From an optimization exercise on the open Yosys and OpenROAD flow, aimed at small area, a short achievable clock period and few clock cycles per item; shortcuts taken in it are not production practice.
RTL that was checked went through simulation tests only; none was proved equivalent to the original.
The RTL of run 1 was laid out without a check of its function.
No activity file was given, so power comes from the tool's default toggle rates.

## flow/constraint.sdc

```tcl
create_clock -name core_clock -period 11.0 [get_ports {i_clk}]
set_input_delay 2.2000 -clock core_clock [delete_from_list [all_inputs] [get_ports {i_clk}]]
set_output_delay 2.2000 -clock core_clock [all_outputs]
set_load 0.01 [all_outputs]
```

## flow/config.mk

```make
export PLATFORM = sky130hd
export DESIGN_NAME = softmax_normalizer
export DESIGN_NICKNAME = softmax_normalizer
export VERILOG_FILES = /design/flow/design.v
export SDC_FILE = /design/flow/constraint.sdc
export NUM_CORES = 4
export LEC_CHECK = 0
export ABC_CLOCK_PERIOD_IN_PS = 3000
export CAP_MARGIN = 20
export CELL_PAD_IN_SITES_DETAIL_PLACEMENT = 1
export CORE_MARGIN = 2
export CORE_UTILIZATION = 40
export CTS_BUF_LIST = sky130_fd_sc_hd__clkbuf_16
export CTS_CLUSTER_DIAMETER = 80
export CTS_CLUSTER_SIZE = 20
export PLACE_DENSITY = 0.45
export SLEW_MARGIN = 20
```

## flow/design.v

```verilog
package softmax_pkg;
    typedef enum logic [1:0] {
        ST_IDLE     = 2'd0,
        ST_WAIT_SUM = 2'd1,
        ST_DIV      = 2'd2,
        ST_SCALE    = 2'd3
    } state_e;
    localparam int unsigned IN_FRAC    = 12;
    localparam int unsigned SUM_FRAC   = 26;
    localparam int unsigned RECIP_FRAC = 16;
    localparam int unsigned OUT_FRAC   = 15;
    localparam int unsigned PROD_SHIFT = IN_FRAC + RECIP_FRAC - OUT_FRAC;
    localparam int unsigned SAT_EXP    = 10;
    localparam int unsigned SAT_THRESH = 1 << SAT_EXP;
endpackage
module recip_divider
#(
    parameter int unsigned SUM_W   = 32,
    parameter int unsigned RECIP_W = 32
) (
    input  logic               i_clk,
    input  logic               i_rst_n,
    input  logic               i_start,
    input  logic [SUM_W-1:0]   i_sum,
    input  logic               i_take,
    input  logic               i_abort,
    output logic               o_free,
    output logic               o_ready,
    output logic [RECIP_W-1:0] o_recip,
    output logic               o_sat
);
    logic        norm_q;      
    logic        run_q;       
    logic [31:0] div_q;
    logic [31:0] rem_q;
    logic [32:0] quot_q;
    logic        sat_q;
    logic        sat_n;
    logic        big16, big8;
    logic [31:0] rem_init;
    logic [32:0] quot_init;
    logic [32:0] trial;
    logic [32:0] diff;
    logic        ge;
    always_comb begin
        sat_n = (div_q[31:11] == '0) && (!div_q[10] || (div_q[9:0] == '0));
        big16 = |div_q[31:27];
        big8  = |div_q[31:19];
        rem_init     = '0;
        rem_init[26] = big16;
        rem_init[18] = big8 & ~big16;
        rem_init[10] = ~big8;
        quot_init     = '0;
        quot_init[16] = big16;
        quot_init[8]  = big8 & ~big16;
        quot_init[0]  = ~big8;
        trial = {rem_q, 1'b0};
        diff  = trial - {1'b0, div_q};
        ge    = ~diff[32];
    end
    always_ff @(posedge i_clk or negedge i_rst_n) begin
        if (!i_rst_n) begin
            norm_q <= 1'b0;
            run_q  <= 1'b0;
        end else begin
            norm_q <= i_start;
            if (i_abort) begin
                norm_q <= 1'b0;
                run_q  <= 1'b0;
            end else if (norm_q)
                run_q <= 1'b1;
            else if (i_take)
                run_q <= 1'b0;
        end
    end
    always_ff @(posedge i_clk) begin
        if (!norm_q && !run_q)
            div_q <= i_sum;
        rem_q <= norm_q ? rem_init : (ge ? diff[31:0] : trial[31:0]);
        if (norm_q) begin
            quot_q <= sat_n ? {1'b1, 32'hFFFF_FFFF} : quot_init;
            sat_q  <= sat_n;
        end else if (!quot_q[32]) begin
            quot_q <= {quot_q[31:0], ge};
        end
    end
    assign o_free  = !norm_q && !run_q;
    assign o_ready = run_q && quot_q[32];
    assign o_recip = quot_q[31:0];
    assign o_sat   = sat_q;
endmodule
module softmax_normalizer
#(
    parameter int unsigned N             = 32,
    parameter int unsigned IN_BIT_WIDTH  = 16,
    parameter int unsigned SUM_BIT_WIDTH = 32,
    parameter int unsigned RECIP_W       = 32,
    parameter int unsigned OUT_BIT_WIDTH = 16
) (
    input  logic                        i_clk,
    input  logic                        i_rst_n,
    input  logic                        i_vec_valid,
    output logic                        o_vec_ready,
    input  logic [IN_BIT_WIDTH*N-1:0]   i_data,
    input  logic                        i_sum_valid,
    input  logic [SUM_BIT_WIDTH-1:0]    i_sum,
    output logic                        o_valid,
    input  logic                        i_ready,
    output logic [OUT_BIT_WIDTH-1:0]    o_prob,
    output logic [$clog2(N)-1:0]        o_idx,
    output logic                        o_last,
    output logic                        o_busy,
    output logic                        o_recip_sat
);
    localparam int unsigned IDX_W = $clog2(N);
    logic [IN_BIT_WIDTH-1:0] xb_q [N];
    localparam int unsigned NG = 4;         
    localparam int unsigned GS = N / NG;
    logic [NG-1:0]           gfull_q;       
    logic                    full_q;        
    logic                    xb_new_q;      
    logic [GS-1:0]           rdl_q;         
    logic [NG-1:0]           rdg_q;         
    logic                    vbusy_q;       
    logic                    vready_q;      
    logic                    full_d, sk_v_d;
    logic                    accept;
    logic [7:0]              xa1_q;         
    logic [6:0]              xa2_q, xa3_q;
    logic                    xa_v_q;
    logic                    xa_wait_q;     
    logic [28:0]             cs0_q, cs1_q;
    logic [5:0]              cs_ovf_q;      
    logic                    cs_hi_q;       
    logic                    cs_rs_q;       
    logic                    cs_v_q;
    logic [OUT_BIT_WIDTH-1:0] prob_q, sk_prob_q;
    logic                    out_rs_q, sk_rs_q;
    logic                    out_v_q, sk_v_q;
    logic [IDX_W-1:0]        idx_q;
    logic [1:0]              nvec_q;
    logic                    last_q;        
    logic                    busy_q;        
    logic [RECIP_W-1:0]      r_q;           
    logic [RECIP_W+1:0]      r3_q;          
    logic                    rs_q;
    logic                    r_next_q;      
    logic                    stall, push, xfer, xfer_last, out_take;
    logic                    cs_free, xa_go, xa_free;
    logic                    rd_go, byp_go, new0, r_load, has_r;
    logic [IN_BIT_WIDTH-1:0] rd_data, xa_raw;
    logic [7:0]              xa1_d;
    logic [6:0]              xa2_d, xa3_d;
    logic [28:0]             row0, row1;
    logic [5:0]              povf;
    logic                    phi;
    logic [OUT_BIT_WIDTH-1:0] prob_n;
    logic                    offer_q;       
    logic                    pend_q;        
    logic                    sum_offer, sum_later, abort;
    logic                    div_start, div_free, div_ready;
    logic [RECIP_W-1:0]      div_recip;
    logic                    div_sat;
    assign accept      = i_vec_valid & ~vbusy_q;
    assign o_vec_ready = vready_q;
    assign sum_offer = i_vec_valid & i_sum_valid & ~offer_q;
    assign sum_later = pend_q & i_sum_valid;
    assign div_start = div_free & (sum_offer | sum_later);
    assign abort     = accept & offer_q & ~i_sum_valid;
    recip_divider #(
        .SUM_W   (SUM_BIT_WIDTH),
        .RECIP_W (RECIP_W)
    ) u_div (
        .i_clk   (i_clk),
        .i_rst_n (i_rst_n),
        .i_start (div_start),
        .i_sum   (i_sum),
        .i_take  (r_load),
        .i_abort (abort),
        .o_free  (div_free),
        .o_ready (div_ready),
        .o_recip (div_recip),
        .o_sat   (div_sat)
    );
    always_comb begin
        stall     = out_v_q & sk_v_q;
        push      = cs_v_q & ~stall;
        cs_free   = ~cs_v_q | ~stall;
        xa_go     = xa_v_q & ~xa_wait_q & cs_free;
        xa_free   = ~xa_v_q | xa_go;
        rd_go     = full_q & xa_free;
        byp_go    = accept;
        new0      = accept;
        r_load    = div_ready & (~full_q | xb_new_q) & (xa_free | xa_wait_q);
        has_r     = ~abort & (r_next_q | r_load);
        full_d    = accept | (full_q & ~(rd_go & rdg_q[NG-1] & rdl_q[GS-1]));
        sk_v_d    = push ? (out_v_q & (~i_ready | sk_v_q)) : (sk_v_q & ~i_ready);
        xfer      = out_v_q & i_ready;
        xfer_last = xfer & last_q;
        out_take  = ~out_v_q | i_ready;
        rd_data = '0;
        for (int g = 0; g < int'(NG); g++) begin
            logic [IN_BIT_WIDTH-1:0] gd;
            gd = '0;
            for (int l = 0; l < int'(GS); l++)
                if (g*GS + l > 0)
                    gd = gd | (xb_q[g*GS + l] & {IN_BIT_WIDTH{rdl_q[l]}});
            rd_data = rd_data | (gd & {IN_BIT_WIDTH{rdg_q[g]}});
        end
        xa_raw  = full_q ? rd_data : i_data[IN_BIT_WIDTH-1:0];
        for (int i = 0; i < 7; i++) begin
            xa1_d[i] = ~xa_raw[15] &  xa_raw[2*i] & ~xa_raw[2*i+1];
            xa2_d[i] = ~xa_raw[15] & ~xa_raw[2*i] &  xa_raw[2*i+1];
            xa3_d[i] = ~xa_raw[15] &  xa_raw[2*i] &  xa_raw[2*i+1];
        end
        xa1_d[7] = ~xa_raw[15] & xa_raw[14];
    end
    softmax_mul_s1 u_s1 (
        .i_s1   (xa1_q),
        .i_s2   (xa2_q),
        .i_s3   (xa3_q),
        .i_r    (r_q),
        .i_r3   (r3_q),
        .o_row0 (row0),
        .o_row1 (row1),
        .o_ovf  (povf),
        .o_sat  (phi)
    );
    softmax_mul_s2 u_s2 (
        .i_row0 (cs0_q),
        .i_row1 (cs1_q),
        .i_ovf  (cs_ovf_q),
        .i_sat  (cs_hi_q),
        .o_prob (prob_n)
    );
    always_ff @(posedge i_clk) begin
        for (int i = 1; i < int'(N); i++)
            if (~gfull_q[i / GS])
                xb_q[i] <= i_data[i*IN_BIT_WIDTH +: IN_BIT_WIDTH];
        if (xa_free) begin
            xa1_q <= xa1_d;
            xa2_q <= xa2_d;
            xa3_q <= xa3_d;
        end
        if (r_load) begin
            r_q  <= div_recip;
            r3_q <= {2'b00, div_recip} + {1'b0, div_recip, 1'b0};
            rs_q <= div_sat;
        end
        if (cs_free) begin
            cs0_q    <= row0;
            cs1_q    <= row1;
            cs_ovf_q <= povf;
            cs_hi_q  <= phi;
            cs_rs_q  <= rs_q;
        end
        if (push) begin
            sk_prob_q <= prob_n;
            sk_rs_q   <= cs_rs_q;
        end
        if (out_take) begin
            prob_q   <= sk_v_q ? sk_prob_q : prob_n;
            out_rs_q <= sk_v_q ? sk_rs_q : cs_rs_q;
        end
        if (~full_q) begin
            rdl_q <= GS'(2);
            rdg_q <= NG'(1);
        end else if (rd_go) begin
            rdl_q <= {rdl_q[GS-2:0], rdl_q[GS-1]};
            if (rdl_q[GS-1])
                rdg_q <= {rdg_q[NG-2:0], rdg_q[NG-1]};
        end
    end
    always_ff @(posedge i_clk or negedge i_rst_n) begin
        if (!i_rst_n) begin
            full_q    <= 1'b0;
            gfull_q   <= '0;
            vbusy_q   <= 1'b1;
            vready_q  <= 1'b0;
            xb_new_q  <= 1'b0;
            xa_v_q    <= 1'b0;
            xa_wait_q <= 1'b0;
            r_next_q  <= 1'b0;
            cs_v_q    <= 1'b0;
            out_v_q   <= 1'b0;
            sk_v_q    <= 1'b0;
            idx_q     <= '0;
            last_q    <= 1'b0;
            nvec_q    <= '0;
            busy_q    <= 1'b0;
            offer_q   <= 1'b0;
            pend_q    <= 1'b0;
        end else begin
            full_q   <= full_d;
            vbusy_q  <= full_d | sk_v_d;
            vready_q <= ~full_d & ~sk_v_d;
            if (accept) begin
                gfull_q  <= '1;
            end else if (rd_go) begin
                for (int g = 0; g < int'(NG); g++)
                    if (rdg_q[g] && rdl_q[GS-1])
                        gfull_q[g] <= 1'b0;
            end
            if (accept)
                xb_new_q <= ~has_r;
            else if (r_load)
                xb_new_q <= 1'b0;
            if (xa_free)
                xa_v_q <= rd_go | byp_go;
            if (new0) begin
                xa_wait_q <= ~has_r;
                r_next_q  <= 1'b0;
            end else if (r_load) begin
                if (xa_wait_q)
                    xa_wait_q <= 1'b0;
                else
                    r_next_q  <= 1'b1;
            end
            if (cs_free)
                cs_v_q <= xa_go;
            if (out_take)
                out_v_q <= sk_v_q | push;
            sk_v_q <= sk_v_d;
            if (xfer) begin
                idx_q  <= idx_q + 1'b1;
                last_q <= (idx_q == IDX_W'(N - 2));
            end
            nvec_q <= nvec_q + {1'b0, accept} - {1'b0, xfer_last};
            busy_q <= (nvec_q + {1'b0, accept} - {1'b0, xfer_last}) != 2'd0;
            if (accept)
                offer_q <= 1'b0;
            else if (div_start && sum_offer)
                offer_q <= 1'b1;
            if (accept)
                pend_q <= ~i_sum_valid;
            else if (sum_later)
                pend_q <= 1'b0;
        end
    end
    assign o_valid     = out_v_q;
    assign o_prob      = prob_q;
    assign o_idx       = idx_q;
    assign o_last      = last_q;
    assign o_busy      = busy_q;
    assign o_recip_sat = out_rs_q;
endmodule
module softmax_mul_s1 (
    input  logic [7:0]  i_s1,     
    input  logic [6:0]  i_s2,     
    input  logic [6:0]  i_s3,     
    input  logic [31:0] i_r,
    input  logic [33:0] i_r3,     
    output logic [28:0] o_row0,
    output logic [28:0] o_row1,
    output logic [5:0]  o_ovf,   
    output logic        o_sat    
);
    logic [33:0] r1, r2;
    logic [33:0] h1, h2, h3;    
    logic [33:0] v [8];
    logic [28:0] pp0;
    logic [26:0] pp1;
    logic [24:0] pp2;
    logic [22:0] pp3;
    logic [20:0] pp4;
    logic [18:0] pp5;
    logic [16:0] pp6;
    logic [14:0] pp7;
    logic        hi;
    always_comb begin
        r1 = {2'b00, i_r};
        r2 = {1'b0, i_r, 1'b0};
        for (int i = 0; i < 8; i++)
            v[i] = (r1 & {34{i_s1[i]}})
                 | (i < 7 ? (r2 & {34{i_s2[i < 7 ? i : 0]}}) | (i_r3 & {34{i_s3[i < 7 ? i : 0]}}) : 34'd0);
        h1 = '0; h2 = '0; h3 = '0;
        h1[29] = |r1[33:29]; h2[29] = |r2[33:29]; h3[29] = |i_r3[33:29];
        h1[27] = |r1[33:27]; h2[27] = |r2[33:27]; h3[27] = |i_r3[33:27];
        h1[25] = |r1[33:25]; h2[25] = |r2[33:25]; h3[25] = |i_r3[33:25];
        h1[23] = |r1[33:23]; h2[23] = |r2[33:23]; h3[23] = |i_r3[33:23];
        h1[21] = |r1[33:21]; h2[21] = |r2[33:21]; h3[21] = |i_r3[33:21];
        h1[19] = |r1[33:19]; h2[19] = |r2[33:19]; h3[19] = |i_r3[33:19];
        h1[17] = |r1[33:17]; h2[17] = |r2[33:17]; h3[17] = |i_r3[33:17];
        h1[15] = |r1[33:15]; h2[15] = |r2[33:15]; h3[15] = |i_r3[33:15];
    end
    assign hi = |{(i_s1[0] & h1[29]), (i_s2[0] & h2[29]), (i_s3[0] & h3[29]), (i_s1[1] & h1[27]), (i_s2[1] & h2[27]), (i_s3[1] & h3[27]), (i_s1[2] & h1[25]), (i_s2[2] & h2[25]), (i_s3[2] & h3[25]), (i_s1[3] & h1[23]), (i_s2[3] & h2[23]), (i_s3[3] & h3[23]), (i_s1[4] & h1[21]), (i_s2[4] & h2[21]), (i_s3[4] & h3[21]), (i_s1[5] & h1[19]), (i_s2[5] & h2[19]), (i_s3[5] & h3[19]), (i_s1[6] & h1[17]), (i_s2[6] & h2[17]), (i_s3[6] & h3[17]), (i_s1[7] & h1[15])};
    assign pp0 = v[0][28:0];
    assign pp1 = v[1][26:0];
    assign pp2 = v[2][24:0];
    assign pp3 = v[3][22:0];
    assign pp4 = v[4][20:0];
    assign pp5 = v[5][18:0];
    assign pp6 = v[6][16:0];
    assign pp7 = v[7][14:0];
    wire hs1 = pp0[12] ^ pp1[10];
    wire hc2 = pp0[12] & pp1[10];
    wire fs3 = ((pp0[13] ^ pp1[11]) ? ~pp2[9] : pp2[9]);
    wire fc4 = ((pp0[13] ^ pp1[11]) ? pp2[9] : pp0[13]);
    wire fs5 = ((pp0[14] ^ pp1[12]) ? ~pp2[10] : pp2[10]);
    wire fc6 = ((pp0[14] ^ pp1[12]) ? pp2[10] : pp0[14]);
    wire hs7 = pp3[8] ^ pp4[6];
    wire hc8 = pp3[8] & pp4[6];
    wire fs9 = ((pp0[15] ^ pp1[13]) ? ~pp2[11] : pp2[11]);
    wire fc10 = ((pp0[15] ^ pp1[13]) ? pp2[11] : pp0[15]);
    wire fs11 = ((pp3[9] ^ pp4[7]) ? ~pp5[5] : pp5[5]);
    wire fc12 = ((pp3[9] ^ pp4[7]) ? pp5[5] : pp3[9]);
    wire fs13 = ((pp0[16] ^ pp1[14]) ? ~pp2[12] : pp2[12]);
    wire fc14 = ((pp0[16] ^ pp1[14]) ? pp2[12] : pp0[16]);
    wire fs15 = ((pp3[10] ^ pp4[8]) ? ~pp5[6] : pp5[6]);
    wire fc16 = ((pp3[10] ^ pp4[8]) ? pp5[6] : pp3[10]);
    wire fs17 = ((pp0[17] ^ pp1[15]) ? ~pp2[13] : pp2[13]);
    wire fc18 = ((pp0[17] ^ pp1[15]) ? pp2[13] : pp0[17]);
    wire fs19 = ((pp3[11] ^ pp4[9]) ? ~pp5[7] : pp5[7]);
    wire fc20 = ((pp3[11] ^ pp4[9]) ? pp5[7] : pp3[11]);
    wire fs21 = ((pp0[18] ^ pp1[16]) ? ~pp2[14] : pp2[14]);
    wire fc22 = ((pp0[18] ^ pp1[16]) ? pp2[14] : pp0[18]);
    wire fs23 = ((pp3[12] ^ pp4[10]) ? ~pp5[8] : pp5[8]);
    wire fc24 = ((pp3[12] ^ pp4[10]) ? pp5[8] : pp3[12]);
    wire fs25 = ((pp0[19] ^ pp1[17]) ? ~pp2[15] : pp2[15]);
    wire fc26 = ((pp0[19] ^ pp1[17]) ? pp2[15] : pp0[19]);
    wire fs27 = ((pp3[13] ^ pp4[11]) ? ~pp5[9] : pp5[9]);
    wire fc28 = ((pp3[13] ^ pp4[11]) ? pp5[9] : pp3[13]);
    wire fs29 = ((pp0[20] ^ pp1[18]) ? ~pp2[16] : pp2[16]);
    wire fc30 = ((pp0[20] ^ pp1[18]) ? pp2[16] : pp0[20]);
    wire fs31 = ((pp3[14] ^ pp4[12]) ? ~pp5[10] : pp5[10]);
    wire fc32 = ((pp3[14] ^ pp4[12]) ? pp5[10] : pp3[14]);
    wire fs33 = ((pp0[21] ^ pp1[19]) ? ~pp2[17] : pp2[17]);
    wire fc34 = ((pp0[21] ^ pp1[19]) ? pp2[17] : pp0[21]);
    wire fs35 = ((pp3[15] ^ pp4[13]) ? ~pp5[11] : pp5[11]);
    wire fc36 = ((pp3[15] ^ pp4[13]) ? pp5[11] : pp3[15]);
    wire fs37 = ((pp0[22] ^ pp1[20]) ? ~pp2[18] : pp2[18]);
    wire fc38 = ((pp0[22] ^ pp1[20]) ? pp2[18] : pp0[22]);
    wire fs39 = ((pp3[16] ^ pp4[14]) ? ~pp5[12] : pp5[12]);
    wire fc40 = ((pp3[16] ^ pp4[14]) ? pp5[12] : pp3[16]);
    wire fs41 = ((pp0[23] ^ pp1[21]) ? ~pp2[19] : pp2[19]);
    wire fc42 = ((pp0[23] ^ pp1[21]) ? pp2[19] : pp0[23]);
    wire fs43 = ((pp3[17] ^ pp4[15]) ? ~pp5[13] : pp5[13]);
    wire fc44 = ((pp3[17] ^ pp4[15]) ? pp5[13] : pp3[17]);
    wire fs45 = ((pp0[24] ^ pp1[22]) ? ~pp2[20] : pp2[20]);
    wire fc46 = ((pp0[24] ^ pp1[22]) ? pp2[20] : pp0[24]);
    wire fs47 = ((pp3[18] ^ pp4[16]) ? ~pp5[14] : pp5[14]);
    wire fc48 = ((pp3[18] ^ pp4[16]) ? pp5[14] : pp3[18]);
    wire fs49 = ((pp0[25] ^ pp1[23]) ? ~pp2[21] : pp2[21]);
    wire fc50 = ((pp0[25] ^ pp1[23]) ? pp2[21] : pp0[25]);
    wire fs51 = ((pp3[19] ^ pp4[17]) ? ~pp5[15] : pp5[15]);
    wire fc52 = ((pp3[19] ^ pp4[17]) ? pp5[15] : pp3[19]);
    wire fs53 = ((pp0[26] ^ pp1[24]) ? ~pp2[22] : pp2[22]);
    wire fc54 = ((pp0[26] ^ pp1[24]) ? pp2[22] : pp0[26]);
    wire fs55 = ((pp3[20] ^ pp4[18]) ? ~pp5[16] : pp5[16]);
    wire fc56 = ((pp3[20] ^ pp4[18]) ? pp5[16] : pp3[20]);
    wire fs57 = ((pp0[27] ^ pp1[25]) ? ~pp2[23] : pp2[23]);
    wire fc58 = ((pp0[27] ^ pp1[25]) ? pp2[23] : pp0[27]);
    wire fs59 = ((pp3[21] ^ pp4[19]) ? ~pp5[17] : pp5[17]);
    wire fc60 = ((pp3[21] ^ pp4[19]) ? pp5[17] : pp3[21]);
    wire fs61 = ((pp0[28] ^ pp1[26]) ? ~pp2[24] : pp2[24]);
    wire fc62 = ((pp0[28] ^ pp1[26]) ? pp2[24] : pp0[28]);
    wire fs63 = ((pp3[22] ^ pp4[20]) ? ~pp5[18] : pp5[18]);
    wire fc64 = ((pp3[22] ^ pp4[20]) ? pp5[18] : pp3[22]);
    wire hs65 = pp0[8] ^ pp1[6];
    wire hc66 = pp0[8] & pp1[6];
    wire fs67 = ((pp0[9] ^ pp1[7]) ? ~pp2[5] : pp2[5]);
    wire fc68 = ((pp0[9] ^ pp1[7]) ? pp2[5] : pp0[9]);
    wire fs69 = ((pp0[10] ^ pp1[8]) ? ~pp2[6] : pp2[6]);
    wire fc70 = ((pp0[10] ^ pp1[8]) ? pp2[6] : pp0[10]);
    wire hs71 = pp3[4] ^ pp4[2];
    wire hc72 = pp3[4] & pp4[2];
    wire fs73 = ((pp0[11] ^ pp1[9]) ? ~pp2[7] : pp2[7]);
    wire fc74 = ((pp0[11] ^ pp1[9]) ? pp2[7] : pp0[11]);
    wire fs75 = ((pp3[5] ^ pp4[3]) ? ~pp5[1] : pp5[1]);
    wire fc76 = ((pp3[5] ^ pp4[3]) ? pp5[1] : pp3[5]);
    wire fs77 = ((hs1 ^ pp2[8]) ? ~pp3[6] : pp3[6]);
    wire fc78 = ((hs1 ^ pp2[8]) ? pp3[6] : hs1);
    wire fs79 = ((pp4[4] ^ pp5[2]) ? ~pp6[0] : pp6[0]);
    wire fc80 = ((pp4[4] ^ pp5[2]) ? pp6[0] : pp4[4]);
    wire fs81 = ((hc2 ^ fs3) ? ~pp3[7] : pp3[7]);
    wire fc82 = ((hc2 ^ fs3) ? pp3[7] : hc2);
    wire fs83 = ((pp4[5] ^ pp5[3]) ? ~pp6[1] : pp6[1]);
    wire fc84 = ((pp4[5] ^ pp5[3]) ? pp6[1] : pp4[5]);
    wire fs85 = ((fc4 ^ fs5) ? ~hs7 : hs7);
    wire fc86 = ((fc4 ^ fs5) ? hs7 : fc4);
    wire fs87 = ((pp5[4] ^ pp6[2]) ? ~pp7[0] : pp7[0]);
    wire fc88 = ((pp5[4] ^ pp6[2]) ? pp7[0] : pp5[4]);
    wire fs89 = ((fc6 ^ hc8) ? ~fs9 : fs9);
    wire fc90 = ((fc6 ^ hc8) ? fs9 : fc6);
    wire fs91 = ((fs11 ^ pp6[3]) ? ~pp7[1] : pp7[1]);
    wire fc92 = ((fs11 ^ pp6[3]) ? pp7[1] : fs11);
    wire fs93 = ((fc10 ^ fc12) ? ~fs13 : fs13);
    wire fc94 = ((fc10 ^ fc12) ? fs13 : fc10);
    wire fs95 = ((fs15 ^ pp6[4]) ? ~pp7[2] : pp7[2]);
    wire fc96 = ((fs15 ^ pp6[4]) ? pp7[2] : fs15);
    wire fs97 = ((fc14 ^ fc16) ? ~fs17 : fs17);
    wire fc98 = ((fc14 ^ fc16) ? fs17 : fc14);
    wire fs99 = ((fs19 ^ pp6[5]) ? ~pp7[3] : pp7[3]);
    wire fc100 = ((fs19 ^ pp6[5]) ? pp7[3] : fs19);
    wire fs101 = ((fc18 ^ fc20) ? ~fs21 : fs21);
    wire fc102 = ((fc18 ^ fc20) ? fs21 : fc18);
    wire fs103 = ((fs23 ^ pp6[6]) ? ~pp7[4] : pp7[4]);
    wire fc104 = ((fs23 ^ pp6[6]) ? pp7[4] : fs23);
    wire fs105 = ((fc22 ^ fc24) ? ~fs25 : fs25);
    wire fc106 = ((fc22 ^ fc24) ? fs25 : fc22);
    wire fs107 = ((fs27 ^ pp6[7]) ? ~pp7[5] : pp7[5]);
    wire fc108 = ((fs27 ^ pp6[7]) ? pp7[5] : fs27);
    wire fs109 = ((fc26 ^ fc28) ? ~fs29 : fs29);
    wire fc110 = ((fc26 ^ fc28) ? fs29 : fc26);
    wire fs111 = ((fs31 ^ pp6[8]) ? ~pp7[6] : pp7[6]);
    wire fc112 = ((fs31 ^ pp6[8]) ? pp7[6] : fs31);
    wire fs113 = ((fc30 ^ fc32) ? ~fs33 : fs33);
    wire fc114 = ((fc30 ^ fc32) ? fs33 : fc30);
    wire fs115 = ((fs35 ^ pp6[9]) ? ~pp7[7] : pp7[7]);
    wire fc116 = ((fs35 ^ pp6[9]) ? pp7[7] : fs35);
    wire fs117 = ((fc34 ^ fc36) ? ~fs37 : fs37);
    wire fc118 = ((fc34 ^ fc36) ? fs37 : fc34);
    wire fs119 = ((fs39 ^ pp6[10]) ? ~pp7[8] : pp7[8]);
    wire fc120 = ((fs39 ^ pp6[10]) ? pp7[8] : fs39);
    wire fs121 = ((fc38 ^ fc40) ? ~fs41 : fs41);
    wire fc122 = ((fc38 ^ fc40) ? fs41 : fc38);
    wire fs123 = ((fs43 ^ pp6[11]) ? ~pp7[9] : pp7[9]);
    wire fc124 = ((fs43 ^ pp6[11]) ? pp7[9] : fs43);
    wire fs125 = ((fc42 ^ fc44) ? ~fs45 : fs45);
    wire fc126 = ((fc42 ^ fc44) ? fs45 : fc42);
    wire fs127 = ((fs47 ^ pp6[12]) ? ~pp7[10] : pp7[10]);
    wire fc128 = ((fs47 ^ pp6[12]) ? pp7[10] : fs47);
    wire fs129 = ((fc46 ^ fc48) ? ~fs49 : fs49);
    wire fc130 = ((fc46 ^ fc48) ? fs49 : fc46);
    wire fs131 = ((fs51 ^ pp6[13]) ? ~pp7[11] : pp7[11]);
    wire fc132 = ((fs51 ^ pp6[13]) ? pp7[11] : fs51);
    wire fs133 = ((fc50 ^ fc52) ? ~fs53 : fs53);
    wire fc134 = ((fc50 ^ fc52) ? fs53 : fc50);
    wire fs135 = ((fs55 ^ pp6[14]) ? ~pp7[12] : pp7[12]);
    wire fc136 = ((fs55 ^ pp6[14]) ? pp7[12] : fs55);
    wire fs137 = ((fc54 ^ fc56) ? ~fs57 : fs57);
    wire fc138 = ((fc54 ^ fc56) ? fs57 : fc54);
    wire fs139 = ((fs59 ^ pp6[15]) ? ~pp7[13] : pp7[13]);
    wire fc140 = ((fs59 ^ pp6[15]) ? pp7[13] : fs59);
    wire fs141 = ((fc58 ^ fc60) ? ~fs61 : fs61);
    wire fc142 = ((fc58 ^ fc60) ? fs61 : fc58);
    wire fs143 = ((fs63 ^ pp6[16]) ? ~pp7[14] : pp7[14]);
    wire fc144 = ((fs63 ^ pp6[16]) ? pp7[14] : fs63);
    wire hs145 = pp0[6] ^ pp1[4];
    wire hc146 = pp0[6] & pp1[4];
    wire fs147 = ((pp0[7] ^ pp1[5]) ? ~pp2[3] : pp2[3]);
    wire fc148 = ((pp0[7] ^ pp1[5]) ? pp2[3] : pp0[7]);
    wire fs149 = ((hs65 ^ pp2[4]) ? ~pp3[2] : pp3[2]);
    wire fc150 = ((hs65 ^ pp2[4]) ? pp3[2] : hs65);
    wire fs151 = ((hc66 ^ fs67) ? ~pp3[3] : pp3[3]);
    wire fc152 = ((hc66 ^ fs67) ? pp3[3] : hc66);
    wire fs153 = ((fc68 ^ fs69) ? ~hs71 : hs71);
    wire fc154 = ((fc68 ^ fs69) ? hs71 : fc68);
    wire fs155 = ((fc70 ^ hc72) ? ~fs73 : fs73);
    wire fc156 = ((fc70 ^ hc72) ? fs73 : fc70);
    wire fs157 = ((fc74 ^ fc76) ? ~fs77 : fs77);
    wire fc158 = ((fc74 ^ fc76) ? fs77 : fc74);
    wire fs159 = ((fc78 ^ fc80) ? ~fs81 : fs81);
    wire fc160 = ((fc78 ^ fc80) ? fs81 : fc78);
    wire fs161 = ((fc82 ^ fc84) ? ~fs85 : fs85);
    wire fc162 = ((fc82 ^ fc84) ? fs85 : fc82);
    wire fs163 = ((fc86 ^ fc88) ? ~fs89 : fs89);
    wire fc164 = ((fc86 ^ fc88) ? fs89 : fc86);
    wire fs165 = ((fc90 ^ fc92) ? ~fs93 : fs93);
    wire fc166 = ((fc90 ^ fc92) ? fs93 : fc90);
    wire fs167 = ((fc94 ^ fc96) ? ~fs97 : fs97);
    wire fc168 = ((fc94 ^ fc96) ? fs97 : fc94);
    wire fs169 = ((fc98 ^ fc100) ? ~fs101 : fs101);
    wire fc170 = ((fc98 ^ fc100) ? fs101 : fc98);
    wire fs171 = ((fc102 ^ fc104) ? ~fs105 : fs105);
    wire fc172 = ((fc102 ^ fc104) ? fs105 : fc102);
    wire fs173 = ((fc106 ^ fc108) ? ~fs109 : fs109);
    wire fc174 = ((fc106 ^ fc108) ? fs109 : fc106);
    wire fs175 = ((fc110 ^ fc112) ? ~fs113 : fs113);
    wire fc176 = ((fc110 ^ fc112) ? fs113 : fc110);
    wire fs177 = ((fc114 ^ fc116) ? ~fs117 : fs117);
    wire fc178 = ((fc114 ^ fc116) ? fs117 : fc114);
    wire fs179 = ((fc118 ^ fc120) ? ~fs121 : fs121);
    wire fc180 = ((fc118 ^ fc120) ? fs121 : fc118);
    wire fs181 = ((fc122 ^ fc124) ? ~fs125 : fs125);
    wire fc182 = ((fc122 ^ fc124) ? fs125 : fc122);
    wire fs183 = ((fc126 ^ fc128) ? ~fs129 : fs129);
    wire fc184 = ((fc126 ^ fc128) ? fs129 : fc126);
    wire fs185 = ((fc130 ^ fc132) ? ~fs133 : fs133);
    wire fc186 = ((fc130 ^ fc132) ? fs133 : fc130);
    wire fs187 = ((fc134 ^ fc136) ? ~fs137 : fs137);
    wire fc188 = ((fc134 ^ fc136) ? fs137 : fc134);
    wire fs189 = ((fc138 ^ fc140) ? ~fs141 : fs141);
    wire fc190 = ((fc138 ^ fc140) ? fs141 : fc138);
    wire hs191 = pp0[4] ^ pp1[2];
    wire hc192 = pp0[4] & pp1[2];
    wire fs193 = ((pp0[5] ^ pp1[3]) ? ~pp2[1] : pp2[1]);
    wire fc194 = ((pp0[5] ^ pp1[3]) ? pp2[1] : pp0[5]);
    wire fs195 = ((hs145 ^ pp2[2]) ? ~pp3[0] : pp3[0]);
    wire fc196 = ((hs145 ^ pp2[2]) ? pp3[0] : hs145);
    wire fs197 = ((hc146 ^ fs147) ? ~pp3[1] : pp3[1]);
    wire fc198 = ((hc146 ^ fs147) ? pp3[1] : hc146);
    wire fs199 = ((fc148 ^ fs149) ? ~pp4[0] : pp4[0]);
    wire fc200 = ((fc148 ^ fs149) ? pp4[0] : fc148);
    wire fs201 = ((fc150 ^ fs151) ? ~pp4[1] : pp4[1]);
    wire fc202 = ((fc150 ^ fs151) ? pp4[1] : fc150);
    wire fs203 = ((fc152 ^ fs153) ? ~pp5[0] : pp5[0]);
    wire fc204 = ((fc152 ^ fs153) ? pp5[0] : fc152);
    wire fs205 = ((fc154 ^ fs155) ? ~fs75 : fs75);
    wire fc206 = ((fc154 ^ fs155) ? fs75 : fc154);
    wire fs207 = ((fc156 ^ fs157) ? ~fs79 : fs79);
    wire fc208 = ((fc156 ^ fs157) ? fs79 : fc156);
    wire fs209 = ((fc158 ^ fs159) ? ~fs83 : fs83);
    wire fc210 = ((fc158 ^ fs159) ? fs83 : fc158);
    wire fs211 = ((fc160 ^ fs161) ? ~fs87 : fs87);
    wire fc212 = ((fc160 ^ fs161) ? fs87 : fc160);
    wire fs213 = ((fc162 ^ fs163) ? ~fs91 : fs91);
    wire fc214 = ((fc162 ^ fs163) ? fs91 : fc162);
    wire fs215 = ((fc164 ^ fs165) ? ~fs95 : fs95);
    wire fc216 = ((fc164 ^ fs165) ? fs95 : fc164);
    wire fs217 = ((fc166 ^ fs167) ? ~fs99 : fs99);
    wire fc218 = ((fc166 ^ fs167) ? fs99 : fc166);
    wire fs219 = ((fc168 ^ fs169) ? ~fs103 : fs103);
    wire fc220 = ((fc168 ^ fs169) ? fs103 : fc168);
    wire fs221 = ((fc170 ^ fs171) ? ~fs107 : fs107);
    wire fc222 = ((fc170 ^ fs171) ? fs107 : fc170);
    wire fs223 = ((fc172 ^ fs173) ? ~fs111 : fs111);
    wire fc224 = ((fc172 ^ fs173) ? fs111 : fc172);
    wire fs225 = ((fc174 ^ fs175) ? ~fs115 : fs115);
    wire fc226 = ((fc174 ^ fs175) ? fs115 : fc174);
    wire fs227 = ((fc176 ^ fs177) ? ~fs119 : fs119);
    wire fc228 = ((fc176 ^ fs177) ? fs119 : fc176);
    wire fs229 = ((fc178 ^ fs179) ? ~fs123 : fs123);
    wire fc230 = ((fc178 ^ fs179) ? fs123 : fc178);
    wire fs231 = ((fc180 ^ fs181) ? ~fs127 : fs127);
    wire fc232 = ((fc180 ^ fs181) ? fs127 : fc180);
    wire fs233 = ((fc182 ^ fs183) ? ~fs131 : fs131);
    wire fc234 = ((fc182 ^ fs183) ? fs131 : fc182);
    wire fs235 = ((fc184 ^ fs185) ? ~fs135 : fs135);
    wire fc236 = ((fc184 ^ fs185) ? fs135 : fc184);
    wire fs237 = ((fc186 ^ fs187) ? ~fs139 : fs139);
    wire fc238 = ((fc186 ^ fs187) ? fs139 : fc186);
    wire fs239 = ((fc188 ^ fs189) ? ~fs143 : fs143);
    wire fc240 = ((fc188 ^ fs189) ? fs143 : fc188);
    assign o_row0 = {fc238, fc236, fc234, fc232, fc230, fc228, fc226, fc224, fc222, fc220, fc218, fc216, fc214, fc212, fc210, fc208, fc206, fc204, fc202, fc200, fc198, fc196, fc194, hc192, hs191, pp0[3], pp0[2], pp0[1], pp0[0]};
    assign o_row1 = {fs239, fs237, fs235, fs233, fs231, fs229, fs227, fs225, fs223, fs221, fs219, fs217, fs215, fs213, fs211, fs209, fs207, fs205, fs203, fs201, fs199, fs197, fs195, fs193, pp2[0], pp1[1], pp1[0], 1'b0, 1'b0};
    assign o_ovf = {fc62, fc64, fc142, fc144, fc190, fc240};
    assign o_sat = hi;
endmodule
module softmax_mul_s2 (
    input  logic [28:0] i_row0,
    input  logic [28:0] i_row1,
    input  logic [5:0]  i_ovf,
    input  logic        i_sat,
    output logic [15:0] o_prob
);
    logic [28:0] a, b;
    logic [29:0] s;
    logic sat;
    assign a = {i_row0[28], i_row0[27], i_row0[26], i_row0[25], i_row0[24], i_row0[23], i_row0[22], i_row0[21], i_row0[20], i_row0[19], i_row0[18], i_row0[17], i_row0[16], i_row0[15], i_row0[14], i_row0[13], i_row0[12], i_row0[11], i_row0[10], i_row0[9], i_row0[8], i_row0[7], i_row0[6], i_row0[5], i_row0[4], i_row0[3], i_row0[2], i_row0[1], i_row0[0]};
    assign b = {i_row1[28], i_row1[27], i_row1[26], i_row1[25], i_row1[24], i_row1[23], i_row1[22], i_row1[21], i_row1[20], i_row1[19], i_row1[18], i_row1[17], i_row1[16], i_row1[15], i_row1[14], i_row1[13], i_row1[12], i_row1[11], i_row1[10], i_row1[9], i_row1[8], i_row1[7], i_row1[6], i_row1[5], i_row1[4], i_row1[3], i_row1[2], 1'b0, 1'b0};
    assign s = {1'b0, a} + {1'b0, b};
    assign sat = i_sat | (|i_ovf) | s[29];
    assign o_prob = sat ? 16'hFFFF : s[28:13];
endmodule
```

## flow/flow/run.sh

```bash
#!/bin/bash
# The standard layout (the standard.sh, standard synthesis unchanged), with
#  - every input and output port buffered by the smallest buffer (buf_1)
#    instead of the tool's default pick; the resizer still upsizes any port
#    buffer that needs more drive;
#  - repair_timing asked for a setup margin of 7.5 ns, so that it keeps
#    sizing and buffering paths until they are 7.5 ns inside the 11 ns clock.
# The SDC (clock period, I/O delays, loads) is the standard flow's, unchanged.
set -euo pipefail
export BUFFER_PORTS_ARGS="-buffer_cell sky130_fd_sc_hd__buf_1"
export SETUP_SLACK_MARGIN=7.5
bash standard.sh > make.log 2>&1
```

## flow/standard.sh

```bash
#!/bin/bash
# synth_recipe.tcl (not shown) runs the flow's synth.tcl, then flattens the netlist and writes it again
# the make line also repeats each setting of config.mk as NAME=value (left out here)
make -C /OpenROAD-flow-scripts/flow DESIGN_CONFIG=/design/flow/config.mk WORK_HOME=/design/flow/orfs CLKGATE_MAP_FILE= SYNTH_SCRIPT=/design/flow/synth_recipe.tcl "${@:-finish}"
```

==> impl_metrics.yaml, run 1 <==
clock_tree:
  clockBufferDepth: 3
  insertion_delay_ns: 0.68
  htreeDepth: 2
  cts_inserted_buffers: 51
  path_clk_slew_ns: 0.08
  root_buffer: "clkbuf_16"
  cts_tree: "built"
  cts_sinks: 816
critical_path:
  cp_cell_sequence: "buf_1"
  r2r-start: "u_div.quot_q[1]$_DFFE_PP_"
  cp.required_ns: 8.80
  worst_setup_path_start_kind: "register"
  critPathKind: "reg -> out"
  crit_fanout: 1
  cp_top_family: "flip-flops"
  worstPathBufferInverterCount: 1
  max_stage_delay_ns: 0.50
  cp-end-kind: "output pin"
  startpoint: "out_rs_q$_DFFE_PP_"
  crit_slowest_cell: "edfxtp_1"
  critical_path_arrival_ns: 1.33
timing:
  final-setup-viol-count: 0
  rsz0062_at_grt: "yes"
  slew_headroom_pct: 27.1
  tns_ns: 0
  fmaxAchievable_mhz: 283
  drv_slew: 0
  fin_skew_ns: 0.0481
  worstMarginPinSlew_ns: 1.08
  hold_viol: 0
  period_share_pct: 32.1
  finalCriticalPeriod_ns: 3.53
synthesis:
  synth-edff-count: 745
  async_flop_share_pct: 3.19
  yosys_warnings: 5
  synth-seq-area-share_pct: 62.3
  netlist_area_mm2: 0.0384
  synth.avg_cell_area_um2: 13.4
  yosysUniqueCellTypes: 76
  syn_nets: 3520
  ys_seq_elements: 816
  synth_cells: 2857
  dominantRegCellSynth: "edfxtp_1"
flow_run:
  drv_cap: 0
grt:
  grt.overflow.total: 0
  first_global_vias: 28400
  antenna_found_initial: 61
  grt_pass1_wl_um: 189000
  track_usage_pct: 25.7
  grt_max_degree: 82
placement:
  gp_congestion: 0.871
  dp.final_hpwl_um: 94700
  portBuffers: 574
final_layout:
  drive_gt1_share_pct: 6.01
  area_growth_pct: 14.3
  fin_nets: 4048
route:
  wire_per_inst_um: 27.9
  drt_wl_total_um: 132000
  num_vias: 27400
  drt_iter0_markers: 3040
  drc: 0
  detail_route.vias_per_cell: 5.80
  antenna_left: 0
  first_pass_iters: 13
die:
  ios: 575
  rows: 113
  coreArea_mm2: 0.0950
  die_h_um: 314
  die_w_um: 314
  start_util_pct: 40.4
  die-area_mm2: 0.0984
worst_hold_path:
  min-delay-start: "rs_q$_DFFE_PP_"
  min_path_type: "reg -> reg"
power:
  power.total_uw: 7600
  ir_drop_mv: 0.175
  cellLeakagePower_uw: 0.0148
  p_per_area_mw_per_mm2: 173
run_status:
  status: "finished clean"
[cells in the mapped netlist (all sizes together) (6+ instances only)]
cell / instances / area share, %
a211o: 6 / 0.14
a211oi: 13 / 0.25
a21boi: 9 / 0.18
a21o: 67 / 1.3
a21oi: 91 / 1.2
a222oi: 148 / 3.9
a22oi: 277 / 5.4
a31oi: 14 / 0.23
and2: 20 / 0.33
and3: 14 / 0.23
buf: 37 / 0.46
clkbuf: 124 / 1.2
dfrtp: 25 / 1.6
dfxtp: 45 / 2.3
edfxtp: 745 / 58
fa: 14 / 0.73
ha: 100 / 3.3
inv: 103 / 1.0
maj3: 79 / 2.1
mux2: 16 / 0.48
mux2i: 35 / 0.91
nand2: 146 / 1.4
nand2b: 10 / 0.16
nand3: 39 / 0.55
nand4: 69 / 1.1
nor2: 115 / 1.1
nor2b: 18 / 0.29
nor3: 25 / 0.33
nor3b: 12 / 0.23
nor4: 17 / 0.29
o21a: 15 / 0.30
o21ai: 67 / 0.87
o21bai: 7 / 0.14
o31ai: 9 / 0.21
or3: 12 / 0.21
xnor2: 200 / 4.6
xor2: 67 / 1.5
[final timing paths]
| check | end | slack (ns) | depth (start not counted) |
|---|---|---|---|
| max | o_recip_sat | 7.47 | 1 |
| min | cs_rs_q$_DFFE_PN_ | 0.44 | 0 |
| max reg2reg | r3_q[23]$_DFFE_PP_ | 7.56 | 10 |
| min reg2reg | cs_rs_q$_DFFE_PN_ | 0.44 | 0 |
| max in group asynchronous | out_v_q$_DFFE_PN0P_ | 8.94 | 1 |
| min in group asynchronous | gfull_q[3]$_DFFE_PN0P_ | 1.57 | 1 |
[where the power goes]
| part | total (µW) | leakage, µW | internal [µW] | switching, µW |
|---|---|---|---|---|
| logic | 1900 | 0.00654 | 847 | 1050 |
| registers | 3690 | 0.00742 | 3590 | 101 |
| clock network | 2010 | 0.000869 | 896 | 1110 |
[cells in the final DEF, fill, tap and decap left out, types with 67 or more instances in the layout]
cell	n
edfxtp_1	745
buf_1	565
a22oi_1	277
xnor2_1	200
a222oi_1	148
nand2_1	146
inv_1	122
nor2_1	111
ha_1	98
a21oi_1	87
maj3_1	78
nand4_1	69
xor2_1	67
a21o_1	67
[what timing repair did]
action,in CTS,in global routing
buffers inserted,6,19
endpoints found under the setup margin,24,83
hold buffers,0,0
resized for setup,14,14
gates cloned,0,1
pin swaps,0,3
[sequential cells by signal (all words and copies together), names as in the netlist, 27 cells and up]
signal        cells
xb_q            496
u_div.rem_q      32
cs1_q            27
cs0_q            27
u_div.div_q      32
r_q              32
u_div.quot_q     33
r3_q             33
[logic make-up after synthesis]
group	after synthesis	share of synthesized area, %
adders and majority gates	193	6.05
and+or+nand+nor	507	6.52
DFF	816	62.3
xor gates and xnor gates	267	6.09
muxes	51	1.39
AOI/OAI and AO/OA	759	14.9
buffers and inverters	264	2.68
[layout make-up]
type / count / area (µm²)
fill: 10000 / 51100
sequential: 816 / 23900
multi-input combinational: 1778 / 13600
timing repair buffer: 635 / 2700
tap: 1265 / 1580
clock buffer: 53 / 1330
inverter: 103 / 402
clock inverter: 42 / 267
antenna: 40 / 100
[layer usage]
layer / up-vias / routed length (µm) / track usage [%]
met5: - / 207 / 0
met4: 32 / 3950 / 8.63
met3: 210 / 8580 / 4.90
met2: 966 / 65200 / 43.7
met1: 13900 / 54100 / 33.1
li1: 12400 / - / -
[stage by stage]
step	cell area [µm²]	instances	util [%]	worst slack [ns]	hold slack, ns
2_1_floorplan	38400	2857	-	7.57	0.400
3_3_place_gp	41800	4570	44.0	7.26	0.421
3_5_place_dp	41800	4570	44.0	7.22	0.422
4_1_cts	43500	4671	45.7	7.42	0.441
5_1_grt	43900	4725	46.2	7.36	0.434
6_report	43900	4732	46.2	7.47	0.436
==> run 2, diff against run 1 <==
--- a/flow/design.v
+++ b/flow/design.v
@@ -121,7 +121,6 @@
     logic                    xb_new_q;      
     logic [GS-1:0]           rdl_q;         
     logic [NG-1:0]           rdg_q;         
-    logic                    vbusy_q;       
     logic                    vready_q;      
     logic                    full_d, sk_v_d;
     logic                    accept;
@@ -161,7 +160,7 @@
     logic                    div_start, div_free, div_ready;
     logic [RECIP_W-1:0]      div_recip;
     logic                    div_sat;
-    assign accept      = i_vec_valid & ~vbusy_q;
+    assign accept      = i_vec_valid & vready_q;
     assign o_vec_ready = vready_q;
     assign sum_offer = i_vec_valid & i_sum_valid & ~offer_q;
     assign sum_later = pend_q & i_sum_valid;
@@ -275,8 +274,7 @@
         if (!i_rst_n) begin
             full_q    <= 1'b0;
             gfull_q   <= '0;
-            vbusy_q   <= 1'b1;
-            vready_q  <= 1'b0;
+            vready_q  <= 1'b1;
             xb_new_q  <= 1'b0;
             xa_v_q    <= 1'b0;
             xa_wait_q <= 1'b0;
@@ -292,7 +290,6 @@
             pend_q    <= 1'b0;
         end else begin
             full_q   <= full_d;
-            vbusy_q  <= full_d | sk_v_d;
             vready_q <= ~full_d & ~sk_v_d;
             if (accept) begin
                 gfull_q  <= '1;
==> impl_metrics.yaml, run 2 <==
final_layout:
  mostFrequentLayoutCells: "745 x edfxtp_1, 562 x buf_1, 279 x a22oi_1, 208 x xnor2_1, 190 x nand2_1"
  largest-register: "xb_q"
  drive_gt1_share_pct: 5.80
  layout_commonest_cell: "edfxtp_1"
  reg.largest.list: "xb_q (496), r3_q (33), u_div.quot_q (33)"
  instances_no_fill: 4810
  largest_register_ffs: 496
  fin_nets: 4127
  area_growth_pct: 14.0
timing:
  fmaxAchievable_mhz: 282
  rsz0062_at_grt: "yes"
  slew_headroom_pct: 30.9
  final-setup-viol-count: 0
  drv_slew: 0
  whs_ns: 0.430
  tns_ns: 0
  fin_skew_ns: 0.0383
  hold_viol: 0
  period_share_pct: 32.2
  worstMarginPinSlew_ns: 1.04
  finalCriticalPeriod_ns: 3.54
synthesis:
  synth.avg_cell_area_um2: 13.1
  async_flop_share_pct: 3.07
  synth-seq-area-share_pct: 61.7
  synth_commonest_cells: "745 x edfxtp_1, 280 x a22oi_1, 208 x xnor2_1"
  ys_seq_elements: 815
  yosysUniqueCellTypes: 76
  synth-edff-count: 745
  netlist_top_cells_area: "edfxtp_1 58%, a22oi_1 5.4%, xnor2_1 4.7%"
  dominantRegCellSynth: "edfxtp_1"
  syn_nets: 3614
  yosysTopAreaCell: "edfxtp_1"
  netlist_area_mm2: 0.0387
  synth.most_common_cell: "edfxtp_1"
  synth_top_area_share_pct: 57.8
  yosys_warnings: 5
  synth_cells: 2951
power:
  cellLeakagePower_uw: 0.0148
  p_per_area_mw_per_mm2: 152
  power.total_uw: 6690
  ir_drop_mv: 0.163
die:
  ios: 575
  die_h_um: 315
  start_util_pct: 40.2
  rows: 114
  coreArea_mm2: 0.0963
  die_w_um: 315
  die-area_mm2: 0.0993
grt:
  antenna_found_initial: 64
  grt.overflow.total: 0
  track_usage_pct: 26.1
  grt_max_degree: 78
  first_global_vias: 29000
  grt_pass1_wl_um: 194000
critical_path:
  cp_top_family: "flip-flops"
  critPathKind: "reg -> out"
  crit_fanout: 2
  crit_slowest_cell: "dfstp_2"
  max_stage_delay_ns: 0.57
  cp.required_ns: 8.80
  worstPathBufferInverterCount: 1
  cp-end-kind: "output pin"
  critical_path_arrival_ns: 1.34
  worst_setup_path_start_kind: "register"
  cp_cell_sequence: "buf_6"
placement:
  dp.cells: 4670
  dp.final_hpwl_um: 96900
  portBuffers: 574
  gp_congestion: 0.878
clock_tree:
  clockBufferDepth: 3
  cts_inserted_buffers: 51
  insertion_delay_ns: 0.67
  root_buffer: "clkbuf_16"
  path_clk_slew_ns: 0.08
  cts_tree: "built"
  cts_sinks: 815
  htreeDepth: 2
flow_run:
  drv_cap: 0
worst_hold_path:
  min_path_type: "reg -> reg"
route:
  num_vias: 27900
  drt_iter0_markers: 2832
  drc: 0
  detail_route.vias_per_cell: 5.80
  first_pass_iters: 10
  drt_wl_total_um: 132000
  antenna_left: 0
  wire_per_inst_um: 27.5
run_status:
  status: "finished clean"
==> run 2: cell count changes in the layout (fill, tap and decap cells not counted), moves of 10 or more <==
cell,before,now
inv_1,122,108
nor2b_1,18,28
nand2_1,146,190
nand2b_1,10,20
a21oi_1,87,116
mux2i_1,35,12
==> run 2: repair_timing <==
item	CTS	global route
gates resized for setup	20	15
pin swaps	1	2
setup endpoints to repair	115	116
hold buffers	0	0
buffers inserted	8	9
==> run 2: layout make-up <==
class	count	area, µm²
clock inverter	35	318
multi-input combinational	1861	13900
sequential	815	23900
clock buffer	51	1280
antenna	37	92.6
fill	10100	52100
tap	1276	1600
timing repair buffer	636	2680
inverter	99	384
==> run 2: final timing paths <==
kind                                  startpoint              endpoint  slack, ns  cells after the start
hold reg to reg            u_div.sat_q$_DFFE_PP_        rs_q$_DFFE_PP_       0.43                      0
max in group asynchronous                i_rst_n      full_q$_DFF_PN0_       8.99                      1
setup reg to reg              xa3_q[5]$_DFFE_PN_   cs0_q[24]$_DFFE_PN_       7.63                      6
min in group asynchronous                i_rst_n  idx_q[0]$_DFFE_PN0P_       1.55                      1
setup / recovery              vready_q$_DFF_PN1_           o_vec_ready       7.46                      1
hold / removal             u_div.sat_q$_DFFE_PP_        rs_q$_DFFE_PP_       0.43                      0
==> run 2: routing by layer <==
metal | track usage (%) | vias up | part of all wire, %
li1 | - | 12600 | -
met1 | 33.0 | 14100 | 41
met2 | 45.6 | 921 | 51
met3 | 4.47 | 203 | 5.9
met4 | 8.16 | 34 | 2.7
met5 | 0 | - | 0.19
==> run 2: power breakdown <==
group | switching [µW] | leakage, µW | internal (µW) | total, µW
combinational | 646 | 0.00643 | 484 | 1130
sequential | 65.8 | 0.00759 | 3470 | 3540
clock | 1090 | 0.000814 | 932 | 2020
total | 1800 | 0.0148 | 4890 | 6690
==> run 2: kinds of logic (layout without fill, tap and decap cells) <==
group	Yosys count	count (layout)	synth area share (%)
buffers and inverters	275	821	2.74
adder cells (fa/ha/maj)	192	192	5.97
flip-flops	815	815	61.7
XOR/XNOR	271	271	6.17
other	0	37	0
AO/OA/AOI/OAI	818	818	15.8
AND/OR/NAND/NOR	556	556	6.92
multiplexers	24	24	0.659
==> run 2: through the flow <==
stage	utilization (%)	worst slack, ns	cell area [µm²]
CTS	45.6	7.40	43900
finish	45.9	7.46	44200
global route	45.9	7.42	44100
detailed placement	43.8	7.11	42200
global placement	43.8	7.26	42200
floorplan	-	7.57	38700
Testbench counts of run 2, summed over its fixed seeds: cycles 12,456, vectors 384.
==> run 3, diff against run 2 <==
--- a/flow/design.v
+++ b/flow/design.v
@@ -121,7 +121,7 @@
     logic                    xb_new_q;      
     logic [GS-1:0]           rdl_q;         
     logic [NG-1:0]           rdg_q;         
-    logic                    vready_q;      
+    logic                    vbusy_q;       
     logic                    full_d, sk_v_d;
     logic                    accept;
     logic [7:0]              xa1_q;         
@@ -160,8 +160,8 @@
     logic                    div_start, div_free, div_ready;
     logic [RECIP_W-1:0]      div_recip;
     logic                    div_sat;
-    assign accept      = i_vec_valid & vready_q;
-    assign o_vec_ready = vready_q;
+    assign accept      = i_vec_valid & ~vbusy_q;
+    assign o_vec_ready = ~vbusy_q;
     assign sum_offer = i_vec_valid & i_sum_valid & ~offer_q;
     assign sum_later = pend_q & i_sum_valid;
     assign div_start = div_free & (sum_offer | sum_later);
@@ -274,7 +274,7 @@
         if (!i_rst_n) begin
             full_q    <= 1'b0;
             gfull_q   <= '0;
-            vready_q  <= 1'b1;
+            vbusy_q   <= 1'b0;
             xb_new_q  <= 1'b0;
             xa_v_q    <= 1'b0;
             xa_wait_q <= 1'b0;
@@ -290,7 +290,7 @@
             pend_q    <= 1'b0;
         end else begin
             full_q   <= full_d;
-            vready_q <= ~full_d & ~sk_v_d;
+            vbusy_q  <= full_d | sk_v_d;
             if (accept) begin
                 gfull_q  <= '1;
             end else if (rd_go) begin
==> flow/flow/run.sh (replaced) <==
#!/bin/bash
# The standard layout (the standard.sh, standard synthesis unchanged),
# with every input and output port buffered by the smallest buffer (buf_1)
# instead of the tool's default pick; the resizer still upsizes any port
# buffer that needs more drive.
set -euo pipefail
export BUFFER_PORTS_ARGS="-buffer_cell sky130_fd_sc_hd__buf_1"
bash standard.sh > make.log 2>&1
--- a/flow/config.mk
+++ b/flow/config.mk
@@ -14,4 +14,5 @@
 export CTS_CLUSTER_DIAMETER = 80
 export CTS_CLUSTER_SIZE = 20
 export PLACE_DENSITY = 0.45
+export SETUP_SLACK_MARGIN = 5
 export SLEW_MARGIN = 20
==> impl_metrics.yaml, run 3 <==
run_status:
  status: "finished clean"
route:
  antenna_left: 0
  first_pass_iters: 12
  drt_wl_total_um: 135000
  wire_per_inst_um: 28.6
  drc: 0
  num_vias: 27600
  drt_iter0_markers: 3184
  detail_route.vias_per_cell: 5.85
final_layout:
  largest_register_ffs: 496
  layout_commonest_cell: "edfxtp_1"
  drive_gt1_share_pct: 5.15
  reg.largest.list: "xb_q (496), r3_q (33), u_div.quot_q (33)"
  area_growth_pct: 13.3
  largest-register: "xb_q"
  fin_nets: 4054
  mostFrequentLayoutCells: "745 x edfxtp_1, 573 x buf_1, 277 x a22oi_1, 209 x xnor2_1, 148 x a222oi_1"
critical_path:
  endpoint: "u_div.rem_q[10]$_DFF_P_"
  crit_fanout: 21
  worst_setup_path_start_kind: "register"
  r2r_setup_slack_ns: 7.24
  crit_path_frequent_cell: "mux2i_1"
  critPathKind: "reg -> reg"
  cp-end-kind: "register"
  r2r-start: "u_div.div_q[0]$_DFFE_PP_"
  cp_cell_sequence: "fa_1 > nor2b_1 > o31a_1 > o31ai_2 > and2_1 > o211a_4 > a211oi_2 > a31oi_1 > nand3_2 > buf_4 > mux2i_1 > mux2i_1"
  startpoint: "u_div.div_q[0]$_DFFE_PP_"
  crit_slowest_cell: "fa_1"
  cp.required_ns: 11.53
  r2r_cells: 12
  critical_path_arrival_ns: 4.29
  r2r_end: "u_div.rem_q[10]$_DFF_P_"
  max_stage_delay_ns: 0.49
synthesis:
  synth-xor-area-share_pct: 6.22
  synth_compound_area_share_pct: 15.2
  synth.avg_cell_area_um2: 13.4
  synth_cells: 2883
  synth_commonest_cells: "745 x edfxtp_1, 277 x a22oi_1, 209 x xnor2_1"
  synth_top_family_by_area: "compound AO/OA/AOI/OAI gates"
  synth_simple_gate_area_share_pct: 6.53
  dominantRegCellSynth: "edfxtp_1"
  synth-seq-area-share_pct: 61.9
  netlist_area_mm2: 0.0386
  synth_fa_ha_area_share_pct: 5.97
  synth.most_common_cell: "edfxtp_1"
  netlist_top_cells_area: "edfxtp_1 58%, a22oi_1 5.4%, xnor2_1 4.7%"
  syn_nets: 3546
  yosysUniqueCellTypes: 80
  synth_top_area_share_pct: 58.0
  ys_seq_elements: 815
  synthMuxAreaShare_pct: 1.39
  async_flop_share_pct: 3.07
  yosys_warnings: 5
  yosysTopAreaCell: "edfxtp_1"
  synth-edff-count: 745
power:
  cellLeakagePower_uw: 0.0147
  p_per_area_mw_per_mm2: 152
  power.total_uw: 6660
  ir_drop_mv: 0.162
grt:
  grt_pass1_wl_um: 196000
  track_usage_pct: 26.8
  antenna_found_initial: 55
  first_global_vias: 28800
  grt.overflow.total: 0
  grt_max_degree: 88
placement:
  dp.final_hpwl_um: 97700
  gp_congestion: 0.849
  portBuffers: 574
clock_tree:
  clockBufferDepth: 3
  root_buffer: "clkbuf_16"
  insertion_delay_ns: 0.67
  cts_tree: "built"
  cts_sinks: 815
  cts-resized-gates: 0
  ctsHoldBuffers: 0
  path_clk_slew_ns: 0.08
  htreeDepth: 2
  post_cts_buffers: 0
  cts_inserted_buffers: 52
die:
  coreArea_mm2: 0.0953
  die_h_um: 315
  die-area_mm2: 0.0990
  ios: 575
  start_util_pct: 40.5
  die_w_um: 315
  rows: 113
timing:
  fin_skew_ns: 0.0406
  tns_ns: 0
  final-setup-viol-count: 0
  fmaxAchievable_mhz: 266
  period_share_pct: 34.2
  worstMarginPinSlew_ns: 1.12
  slew_headroom_pct: 25.1
  finalCriticalPeriod_ns: 3.76
  rsz0062_at_grt: "no"
  drv_slew: 0
  hold_viol: 0
worst_hold_path:
  min_path_type: "reg -> reg"
flow_run:
  drv_cap: 0
-- run 3: cell types whose count changed in the layout (fill, tap and decap cells not counted), sizes merged, moves of 6 or more --
cell / change
a211oi: -7
a21oi: -27
buf: -18
clkinv: +6
mux2i: +26
nand2: -49
nand2b: +7
nor2: +15
nor2b: -7
o21a: -6
o21ai: -7
o21bai: +12
-- run 3: worst min path at each step --
| stage | start | slack [ns] | end | depth (start not counted) |
|---|---|---|---|---|
| final | cs_rs_q$_DFFE_PN_ | 0.46 | sk_rs_q$_DFFE_PP_ | 0 |
| after global routing | cs_rs_q$_DFFE_PN_ | 0.46 | sk_rs_q$_DFFE_PP_ | 0 |
| after CTS | cs_rs_q$_DFFE_PN_ | 0.46 | sk_rs_q$_DFFE_PP_ | 0 |
| after detailed placement | cs_rs_q$_DFFE_PN_ | 0.45 | sk_rs_q$_DFFE_PP_ | 0 |
| after global placement | cs_rs_q$_DFFE_PN_ | 0.43 | sk_rs_q$_DFFE_PP_ | 0 |
| after floorplan | rs_q$_DFFE_PP_ | 0.40 | cs_rs_q$_DFFE_PN_ | 0 |
-- run 3: logic make-up after synthesis --
group                    Yosys count
buffers and inverters            265
adder cells (fa/ha/maj)          191
AND/OR/NAND/NOR                  516
multiplexers                      52
AO/OA/AOI/OAI                    771
XOR/XNOR                         273
flip-flops                       815
-- run 3: metal layers --
metal / part of all wire (%) / global-route usage (%) / up-vias
li1: - / - / 12300
met1: 42 / 34.9 / 14000
met2: 50 / 45.8 / 985
met3: 5.9 / 4.10 / 200
met4: 2.8 / 8.54 / 24
met5: 0.11 / 0 / -
-- run 3: worst max-delay path: cells and delay by family (launching register included) --
kind	cells	cell delay, ns
multiplexers	2	0.35
buffers and inverters	1	0.44
adder cells (fa/ha/maj)	1	0.49
AO/OA/AOI/OAI	5	1.15
AND/OR/NAND/NOR	3	0.71
flip-flops	1	0.47
-- run 3: area by class of cell --
type                            instances  area (µm²)
Antenna cell                           33        82.6
Clock buffer                           52        1300
Clock inverter                         30         313
Fill cell                           10000       51600
Inverter                              102         395
Multi-Input combinational cell       1803       13700
Sequential cell                       815       23900
Tap cell                             1265        1580
Timing Repair Buffer                  617        2480
-- run 3: through the flow --
step                hold slack, ns  worst slack, ns  cells  area [µm²]  util [%]
floorplan                    0.400             6.60   2883       38600         -
global placement             0.432             7.16   4602       42000      44.1
detailed placement           0.450             7.17   4602       42000      44.1
CTS                          0.457             7.18   4684       43600      45.8
global route                 0.464             6.93   4713       43700      45.9
finish                       0.456             7.24   4717       43700      45.9
-- run 3: report_power, final --
| part | internal [µW] | total [µW] | leakage (µW) | switching (µW) |
|---|---|---|---|---|
| registers | 3470 | 3550 | 0.00759 | 73.4 |
| clock network | 931 | 2040 | 0.000814 | 1110 |
| logic | 479 | 1080 | 0.00632 | 600 |
| total | 4880 | 6660 | 0.0147 | 1780 |
Testbench counts of run 3, summed over its fixed seeds: cycles 12,456, vectors 384.

[what the ideal ports hide]
In the flow no input, the clock included, has a driving cell. The finished layouts below were timed again as built, in two steps. Step 1 assumes that a clkbuf_16 drives the clock port and a buf_2 every other input. Step 2 moves the port delays by t, midway between the first and last clock arrival at a register: inputs arrive t later, outputs are due t later. That takes back most of the time a late clock gives input paths. Slacks: ideal ports / drivers / drivers and shift; pairs: ideal ports / drivers.
| run | shift t [ns] | setup slack, ns | clock arrival spread, ns | worst data-port slew with drivers (ns) |
|---|---|---|---|---|
| run 1 | 0.728 | 7.473 / 7.404 / 7.252 | 0.050 / 0.050 | 0.17 |
| run 2 | 0.724 | 7.459 / 7.390 / 7.331 | 0.044 / 0.044 | 0.23 |
| run 3 | 0.726 | 7.242 / 7.225 / 7.095 | 0.047 / 0.047 | 0.17 |
After both steps every run listed still meets setup and hold. For run 1, which loses most, drivers alone change the setup slack by -0.069 ns; drivers and shift together by -0.221 ns.
